From an optimization exercise on the open Yosys and OpenROAD flow, aimed at small area and a short achievable clock period; shortcuts taken in it are not production practice. Only the layout flow was run in this run; the RTL was not checked for function there. Power and IR drop assume default switching activity.

[flow/config.mk]
export PLATFORM = sky130hd
export DESIGN_NAME = sb_top
export DESIGN_NICKNAME = sb_top
export VERILOG_FILES = /design/flow/design.v
export SDC_FILE = /design/flow/constraint.sdc
export NUM_CORES = 4
export LEC_CHECK = 0
export ABC_AREA = 1
export CAP_MARGIN = 20
export CORE_MARGIN = 2
export CORE_UTILIZATION = 40
export SETUP_SLACK_MARGIN = 2.0
export SLEW_MARGIN = 20
[flow/constraint.sdc]
create_clock -name core_clock -period 5.5 [get_ports {clk}]
set_input_delay 1.1000 -clock core_clock [delete_from_list [all_inputs] [get_ports {clk}]]
set_output_delay 1.1000 -clock core_clock [all_outputs]
set_load 0.01 [all_outputs]
[flow/design.v]
`timescale 1ns/1ps
module inst_decoder (
    input  logic [31:0] inst,
    output logic [3:0]  sel,
    output logic [4:0]  alu_op,
    output logic [4:0]  rd,
    output logic [4:0]  rs1,
    output logic [4:0]  rs2,
    output logic        has_rd,
    output logic        has_rs2
);
    logic [6:0] opcode;
    logic [2:0] f3;
    logic [6:0] f7;
    logic       is_r, is_i, is_ld, is_st;
    logic       f7_zero, f7_alt, f7_one;
    logic       alu_r, alu_i, mem_ok;
    assign opcode  = inst[6:0];
    assign f3      = inst[14:12];
    assign f7      = inst[31:25];
    assign is_r    = (opcode == 7'b0110011);
    assign is_i    = (opcode == 7'b0010011);
    assign is_ld   = (opcode == 7'b0000011);
    assign is_st   = (opcode == 7'b0100011);
    assign f7_zero = (f7 == 7'h00);
    assign f7_alt  = (f7 == 7'h20);
    assign f7_one  = (f7 == 7'h01);
    assign alu_r  = is_r && (f7_zero || (f7_alt && (f3 == 3'h0 || f3 == 3'h5)));
    assign alu_i  = is_i && ((f3 == 3'h1) ? f7_zero :
                             (f3 == 3'h5) ? (f7_zero || f7_alt) : 1'b1);
    assign mem_ok = (is_ld && f3 != 3'h3 && f3 != 3'h6 && f3 != 3'h7) ||
                    (is_st && !f3[2] && f3[1:0] != 2'h3);
    assign sel[0] = alu_r || alu_i;
    assign sel[1] = mem_ok;
    assign sel[2] = is_r && f7_one && !f3[2];
    assign sel[3] = is_r && f7_one && f3[2];
    always_comb begin
        case (f3)
            3'h0: alu_op[3:0] = {3'b000, inst[30] & inst[5]};
            3'h1: alu_op[3:0] = 4'd2;
            3'h2: alu_op[3:0] = 4'd3;
            3'h3: alu_op[3:0] = 4'd4;
            3'h4: alu_op[3:0] = 4'd5;
            3'h5: alu_op[3:0] = {3'b011, inst[30]};
            3'h6: alu_op[3:0] = 4'd8;
            default: alu_op[3:0] = 4'd9;
        endcase
        alu_op[4] = !inst[5];
    end
    assign has_rd  = inst[4] || !inst[5];
    assign has_rs2 = inst[5];
    assign rd      = inst[11:7];
    assign rs1     = inst[19:15];
    assign rs2     = inst[24:20];
endmodule
`timescale 1ns/1ps
`timescale 1ns/1ps
`timescale 1ns/1ps
`timescale 1ns/1ps
module sb_top (
    input  logic        clk,
    input  logic        rst,
    input  logic        inst_valid,
    input  logic [31:0] inst,
    input  logic [3:0]  fu_done,      
    output logic        issue_ok,
    output logic [18:0] read,
    output logic [8:0]  wb
);
    localparam int N = 4;
    logic [3:0] sel;
    logic [4:0] alu_op;
    logic [4:0] rd, rs1, rs2;
    logic       has_rd, has_rs2;
    inst_decoder decoder_i (
        .inst    (inst),
        .sel     (sel),
        .alu_op  (alu_op),
        .rd      (rd),
        .rs1     (rs1),
        .rs2     (rs2),
        .has_rd  (has_rd),
        .has_rs2 (has_rs2)
    );
    logic [N-1:0]        busy_q;
    logic [N-1:0]        done_q;
    logic [N-1:0]        r1_q;       
    logic [N-1:0]        r2_q;
    logic [N-1:0]        w1_q;       
    logic [N-1:0]        w2_q;
    logic [N-1:0][4:0]   dst_q;
    logic [N-1:0][4:0]   s1_q;
    logic [N-1:0][4:0]   s2_q;
    logic [N-1:0][N-1:0] m1_q;       
    logic [N-1:0][N-1:0] m2_q;
    logic [4:0]          op_alu_q;
    logic [3:0]          op_mem_q;
    logic [1:0]          op_mul_q;
    logic [1:0]          op_div_q;
    logic [N-1:0] dnz, e1, e2, f1, f2, waw_hit, fire;
    logic [N-1:0] rreq, rg, war, wreq, wg, wake1, wake2;
    logic         waw, w1_new, w2_new, rdnz;
    assign rdnz = has_rd && (|rd);
    always_comb begin
        for (int u = 0; u < N; u++) begin
            dnz[u]     = |dst_q[u];
            waw_hit[u] = busy_q[u] && dnz[u] && (dst_q[u] == rd);
            e1[u]      = dnz[u] && (dst_q[u] == rs1);
            e2[u]      = dnz[u] && (dst_q[u] == rs2) && has_rs2;
            f1[u]      = rdnz && (s1_q[u] == rd);
            f2[u]      = rdnz && (s2_q[u] == rd);
            rreq[u]    = r1_q[u] && r2_q[u];
        end
    end
    assign waw      = has_rd && (|waw_hit);
    assign issue_ok = |(sel & ~busy_q) && !waw;
    assign fire     = {N{inst_valid && !waw}} & sel & ~busy_q;
    always_comb begin
        for (int u = 0; u < N; u++) begin
            war[u] = 1'b0;
            for (int j = 0; j < N; j++) begin
                if (j != u) war[u] = war[u] || (r1_q[j] && m1_q[j][u]) || (r2_q[j] && m2_q[j][u]);
            end
            wreq[u] = done_q[u] && !war[u];
        end
    end
    assign rg[0] = rreq[0];
    assign rg[1] = rreq[1] && !rreq[0];
    assign rg[2] = rreq[2] && !rreq[1] && !rreq[0];
    assign rg[3] = rreq[3] && !rreq[2] && !rreq[1] && !rreq[0];
    assign wg[0] = wreq[0];
    assign wg[1] = wreq[1] && !wreq[0];
    assign wg[2] = wreq[2] && !wreq[1] && !wreq[0];
    assign wg[3] = wreq[3] && !wreq[2] && !wreq[1] && !wreq[0];
    always_comb begin
        for (int j = 0; j < N; j++) begin
            wake1[j] = 1'b0;
            wake2[j] = 1'b0;
            for (int u = 0; u < N; u++) begin
                if (u != j) begin
                    wake1[j] = wake1[j] || (wg[u] && m1_q[j][u]);
                    wake2[j] = wake2[j] || (wg[u] && m2_q[j][u]);
                end
            end
            wake1[j] = wake1[j] && w1_q[j];
            wake2[j] = wake2[j] && w2_q[j];
        end
    end
    assign w1_new = |(busy_q & e1 & ~wg);
    assign w2_new = |(busy_q & e2 & ~wg);
    always_ff @(posedge clk or posedge rst) begin
        if (rst) begin
            busy_q <= '0;
            done_q <= '0;
            r1_q   <= '0;
            r2_q   <= '0;
        end else begin
            for (int j = 0; j < N; j++) begin
                if (busy_q[j]) begin
                    busy_q[j] <= !wg[j];
                    done_q[j] <= !wg[j] && (done_q[j] || fu_done[j]);
                    r1_q[j]   <= !wg[j] && ((r1_q[j] && !rg[j]) || wake1[j]);
                    r2_q[j]   <= !wg[j] && ((r2_q[j] && !rg[j]) || wake2[j]);
                end else begin
                    busy_q[j] <= fire[j];
                    done_q[j] <= 1'b0;
                    r1_q[j]   <= fire[j] && !w1_new;
                    r2_q[j]   <= fire[j] && !w2_new;
                end
            end
        end
    end
    always_ff @(posedge clk) begin
        for (int j = 0; j < N; j++) begin
            if (busy_q[j]) begin
                w1_q[j]   <= w1_q[j] && !wake1[j];
                w2_q[j]   <= w2_q[j] && !wake2[j];
                for (int u = 0; u < N; u++) begin
                    if (u != j && !busy_q[u]) begin
                        m1_q[j][u] <= f1[j];
                        m2_q[j][u] <= f2[j];
                    end
                end
            end else begin
                w1_q[j]   <= w1_new;
                w2_q[j]   <= w2_new;
                dst_q[j]  <= has_rd ? rd : 5'd0;
                s1_q[j]   <= rs1;
                s2_q[j]   <= has_rs2 ? rs2 : 5'd0;
                for (int u = 0; u < N; u++) begin
                    if (u != j) begin
                        m1_q[j][u] <= e1[u];
                        m2_q[j][u] <= e2[u];
                    end
                end
            end
        end
        if (!busy_q[0]) op_alu_q <= alu_op;
        if (!busy_q[1]) op_mem_q <= {inst[14:12], inst[5]};
        if (!busy_q[2]) op_mul_q <= inst[13:12];
        if (!busy_q[3]) op_div_q <= inst[13:12];
    end
    always_comb begin
        read = '0;
        if (rg[0])      read = {1'b1, 3'd1, op_alu_q,         s1_q[0], s2_q[0]};
        else if (rg[1]) read = {1'b1, 3'd2, 1'b0, op_mem_q,   s1_q[1], s2_q[1]};
        else if (rg[2]) read = {1'b1, 3'd3, 3'b000, op_mul_q, s1_q[2], s2_q[2]};
        else if (rg[3]) read = {1'b1, 3'd4, 3'b000, op_div_q, s1_q[3], s2_q[3]};
    end
    always_comb begin
        wb = '0;
        if (wg[0])      wb = {1'b1, 3'd1, dst_q[0]};
        else if (wg[1]) wb = {1'b1, 3'd2, dst_q[1]};
        else if (wg[2]) wb = {1'b1, 3'd3, dst_q[2]};
        else if (wg[3]) wb = {1'b1, 3'd4, dst_q[3]};
    end
endmodule
[flow/run.sh]
#!/bin/bash
# synth_recipe.tcl (not shown) runs the flow's synth.tcl, then flattens the netlist and writes it again
# the make line also repeats each setting of config.mk as NAME=value (left out here)
make -C /OpenROAD-flow-scripts/flow DESIGN_CONFIG=/design/flow/config.mk WORK_HOME=/design/flow/orfs CLKGATE_MAP_FILE= SYNTH_SCRIPT=/design/flow/synth_recipe.tcl finish
==> impl_metrics.toml <==
[clock_tree]
numCtsBuffers = 17
htreeDepth = 4
cts.path.max_buffers = 2
cts_hold_buffers = 0
path_clk_slew_ns = 0.06
clk_latency_ns = 0.43
cts_root_buffer = "clkbuf_16"
tritoncts = "yes"
cts_num_sinks = 121

[pwr]
combPwrFrac_pct = 24.9
power.switching_mw = 1.341
p_int_mw = 2.314
p_leak_nw = 4.365
peakVddDrop_mv = 0.2959
pwr-share-seq_pct = 42.9
pwr-share-clk_pct = 32.2
power.density_nw_per_um2 = 391.5
swShare_pct = 36.69

[timing]
fin_crit_ns = 3.470
layout_setup_ws_ns = 2.030
hold_ws_ns = 0.4787
maxSlewViolCount = 0
setup_viol_count_final = 0
finalHoldViolCount = 0
tns_ns = 0
fin_worst_skew_ns = 0.008913
rsz0062_at_grt = "true"
max_freq_ghz = 0.2882
worst_pin_slew_ns = 1.066
timing.final.crit_share_pct = 63.09
max-slew-margin-rel_pct = 28.84

[critical_path]
critPathKind = "input pin to flip-flop"
critPathLaunchType = "input pin"
r2r-end = "r2_q[1]"
r2r_cells = 7
required_ns = 5.77
r2r_start = "busy_q[0]"
arrival_ns = 3.74
endpoint_kind = "flip-flop"
critPathMaxFanout = 8
r2r_slack_ns = 2.55

[logic_synthesis]
ys_ff_latch = 121
synth_nets = 979
synth_cells = 940
ys_seq_area_share_pct = 47.83
synth_cell_types = 45
syn-cell-area_um2 = 7262
ys_warn_count = 2
synth.avg_cell_area_um2 = 7.725

[cells_and_area]
drive_above_1_share_pct = 17.97
finish.net_count = 1100
fillers = 1718
seq_area_um2 = 3482
syn_to_final_growth_pct = 28.55
fin_util_pct = 52.15
multiInputGateArea_um2 = 3334
antennaDiodeCount = 0

[drt]
avgViaCountPerCell = 5.332
ant_nets = 0
drt-pass1-iter-count = 6
drc = 0
num_vias = 6947
drtIter0Drc = 720
finalWirelength_um = 26200
routedWlPerCell_um = 20.10

[floorplan]
row_count = 49
io-pin-count = 68
die_h_um = 138.7
start_util_pct = 40.56
die-area_um2 = 19250
die_x_um = 138.7
core_um2 = 17900

[placed_design]
gp_congestion = 0.9874
dp_hpwl_um = 18350
pre_cts_slack_ns = 0.8276
port_buffers = 67

[grt]
grt_pass1_vias = 6590
grt_overflow = 0
grt_pass1_wl_um = 39120
antenna_found_initial = 0
grt_start_max_net_pins = 22
track_usage_pct = 27.29

[job]
cap_violations = 0

[min_path]
holdCritPathClass = "flip-flop to flip-flop"
whs_path_depth = 2
min-delay-start = "w1_q[0]"
holdPathEnd = "w1_q[0]"

[outcome]
status = "no timing/DRC/antenna violations"
[kinds of logic after synthesis]
family / synth area share, %
buffers and inverters: 7.891
AO/OA/AOI/OAI: 6.616
flip-flops: 47.83
AND/OR/NAND/NOR: 33.56
XOR/XNOR: 4.101
[how the worst max path moves through the flow]
stage	startpoint	endpoint	slack, ns	cells past startpoint
2_1_floorplan	inst[5]	issue_ok	2.32	9
3_3_place_gp	inst[5]	issue_ok	0.94	10
3_5_place_dp	inst[5]	issue_ok	0.83	10
4_1_cts	inst[3]	issue_ok	1.82	11
5_1_grt	inst[31]	issue_ok	1.96	11
6_report	inst[9]	m2_q[9]	2.03	21
[final cells by class]
type                            count  share of cell area [%]
Sequential cell                   121                   37.30
Clock buffer                       18                   4.597
Timing Repair Buffer              131                   12.48
Inverter                          110                   4.812
Multi-Input combinational cell    679                   35.72
Clock inverter                     14                   1.984
Timing Repair inverter              1                 0.04021
Tap cell                          229                   3.069
[cell usage after synthesis, drive strengths merged]
| cell | instances | area share, % |
|---|---|---|
| nand3b | 1 | 0.10 |
| o21bai | 1 | 0.10 |
| o21ai | 39 | 2.7 |
| nand2 | 354 | 19 |
| inv | 108 | 5.6 |
| clkbuf | 15 | 0.84 |
| a221oi | 1 | 0.12 |
| nor2 | 100 | 6.3 |
| o221ai | 1 | 0.12 |
| o211ai | 2 | 0.21 |
| xor2 | 9 | 1.1 |
| xnor2 | 25 | 3.0 |
| o2111ai | 6 | 0.72 |
| nor4 | 1 | 0.086 |
| a21oi | 13 | 1.1 |
| o22ai | 14 | 1.2 |
| a22o | 2 | 0.24 |
| dfrtp | 16 | 5.5 |
| or2 | 11 | 0.95 |
| edfxtp | 97 | 40 |
| dfxtp | 8 | 2.2 |
| a21boi | 1 | 0.10 |
| nand4 | 24 | 2.1 |
| buf | 15 | 1.3 |
| nor3b | 1 | 0.10 |
| nor3 | 10 | 0.69 |
| nand3 | 63 | 4.5 |
| clkinv | 2 | 0.17 |
[stage by stage]
| stage | cell area, µm² | instances | total power, mW |
|---|---|---|---|
| 2_1_floorplan | 7262 | 940 | 2.001 |
| 3_3_place_gp | 8127 | 1214 | 2.414 |
| 3_5_place_dp | 8127 | 1214 | 2.414 |
| 4_1_cts | 9203 | 1296 | 3.623 |
| 5_1_grt | 9335 | 1303 | 3.813 |
| 6_report | 9335 | 1303 | 3.655 |
[critical path, stage by stage]
cell	delay [ns]
buf_6	0.07
buf_8	0.09
clkinvlp_4	0.16
buf_6	0.16
buf_4	0.12
buf_4	0.12
buf_4	0.12
buf_4	0.12
buf_6	0.10
buf_6	0.10
buf_6	0.10
buf_6	0.10
buf_4	0.12
buf_4	0.12
buf_4	0.12
buf_4	0.12
nand4_1	0.12
o21ai_2	0.08
inv_2	0.13
nand4_1	0.25
o21ai_1	0.17
[per-layer routing]
layer | GRT usage [%] | wire, µm | up-vias
met5 | 0 | 0 | -
met4 | 10.47 | 903 | 0
met3 | 5.456 | 2060 | 56
met2 | 44.40 | 12290 | 322
met1 | 36.21 | 10950 | 3268
li1 | - | - | 3301
[power by group through the flow]
stage / Sequential, mW / Clock (mW) / Combinational (mW)
6_report: 1.57 / 1.18 / 0.911
5_1_grt: 1.58 / 1.23 / 0.999
4_1_cts: 1.55 / 1.19 / 0.881
2_1_floorplan: 1.39 / 0 / 0.612
3_3_place_gp: 1.57 / 0 / 0.843
3_5_place_dp: 1.57 / 0 / 0.846
[cells in the final DEF (no fill, tap or decap), types with 6 or more instances in the layout]
| cell | synthesis | routed |
|---|---|---|
| nand2_1 | 346 | 342 |
| edfxtp_1 | 97 | 97 |
| inv_1 | 99 | 90 |
| nor2_1 | 88 | 81 |
| nand3_1 | 61 | 60 |
| buf_4 | 4 | 51 |
| o21ai_0 | 33 | 27 |
| xnor2_1 | 25 | 25 |
| clkdlybuf4s50_1 | 0 | 25 |
| nand4_1 | 24 | 24 |
| clkbuf_16 | 0 | 17 |
| o22ai_1 | 14 | 13 |
| a21oi_1 | 12 | 12 |
| dlygate4sd2_1 | 0 | 12 |
| nor2_4 | 7 | 11 |
| inv_2 | 8 | 10 |
| o21ai_1 | 5 | 10 |
| or2_2 | 10 | 10 |
| clkbuf_2 | 4 | 10 |
| nor3_1 | 10 | 9 |
| nand2_2 | 6 | 9 |
| xor2_1 | 9 | 9 |
| dfrtp_1 | 16 | 9 |
| dlymetal6s2s_1 | 0 | 9 |
| buf_6 | 1 | 9 |
| dfxtp_1 | 8 | 8 |
| nor2_2 | 4 | 7 |
| dfrtp_2 | 0 | 7 |
| o2111ai_1 | 6 | 6 |
| inv_6 | 0 | 6 |
| buf_2 | 10 | 6 |
[flip-flops by register name, summed over array words and instances (netlist names)]
| name | flops |
|---|---|
| done_q | 4 |
| op_mem_q | 4 |
| m2_q | 12 |
| m1_q | 12 |
| r1_q | 4 |
| w1_q | 4 |
| dst_q | 20 |
| s2_q | 20 |
| busy_q | 4 |
| r2_q | 4 |
| op_alu_q | 5 |
| w2_q | 4 |
| op_div_q | 2 |
| op_mul_q | 2 |
| s1_q | 20 |
[repair_timing]
action	CTS	global route
pin swaps	11	27
gates resized for setup	87	79
endpoints found under the hold margin	0	0
setup endpoints to repair	22	37
setup buffers	48	7
gates cloned	2	0

## afterwards: timing with drivers on the ports
In the flow no input, the clock included, has a driving cell. The finished layout below was timed again as built, in two steps. Step 1 (the two cells are an assumption about what drives the block):
set clk [get_ports {clk}]
set_driving_cell -lib_cell sky130_fd_sc_hd__clkbuf_16 $clk
set_driving_cell -lib_cell sky130_fd_sc_hd__buf_2 [delete_from_list [all_inputs] $clk]
Step 2 moves the port delays by t, midway between the first and last clock arrival at a register: inputs arrive t later, outputs are due t later. That takes back most of the time a late clock gives input paths. Three values: no drivers, after step 1, after step 2; two values: the first two.
t, ns: 0.467
setup slack, ns: 2.030 / 2.007 / 1.564
hold WS [ns]: 0.479 / 0.479 / 0.479
worst setup path at the end: input to register
After both steps setup and hold are still met in this run. For this run, drivers alone change the setup slack by -0.023 ns; drivers and shift together by -0.466 ns.
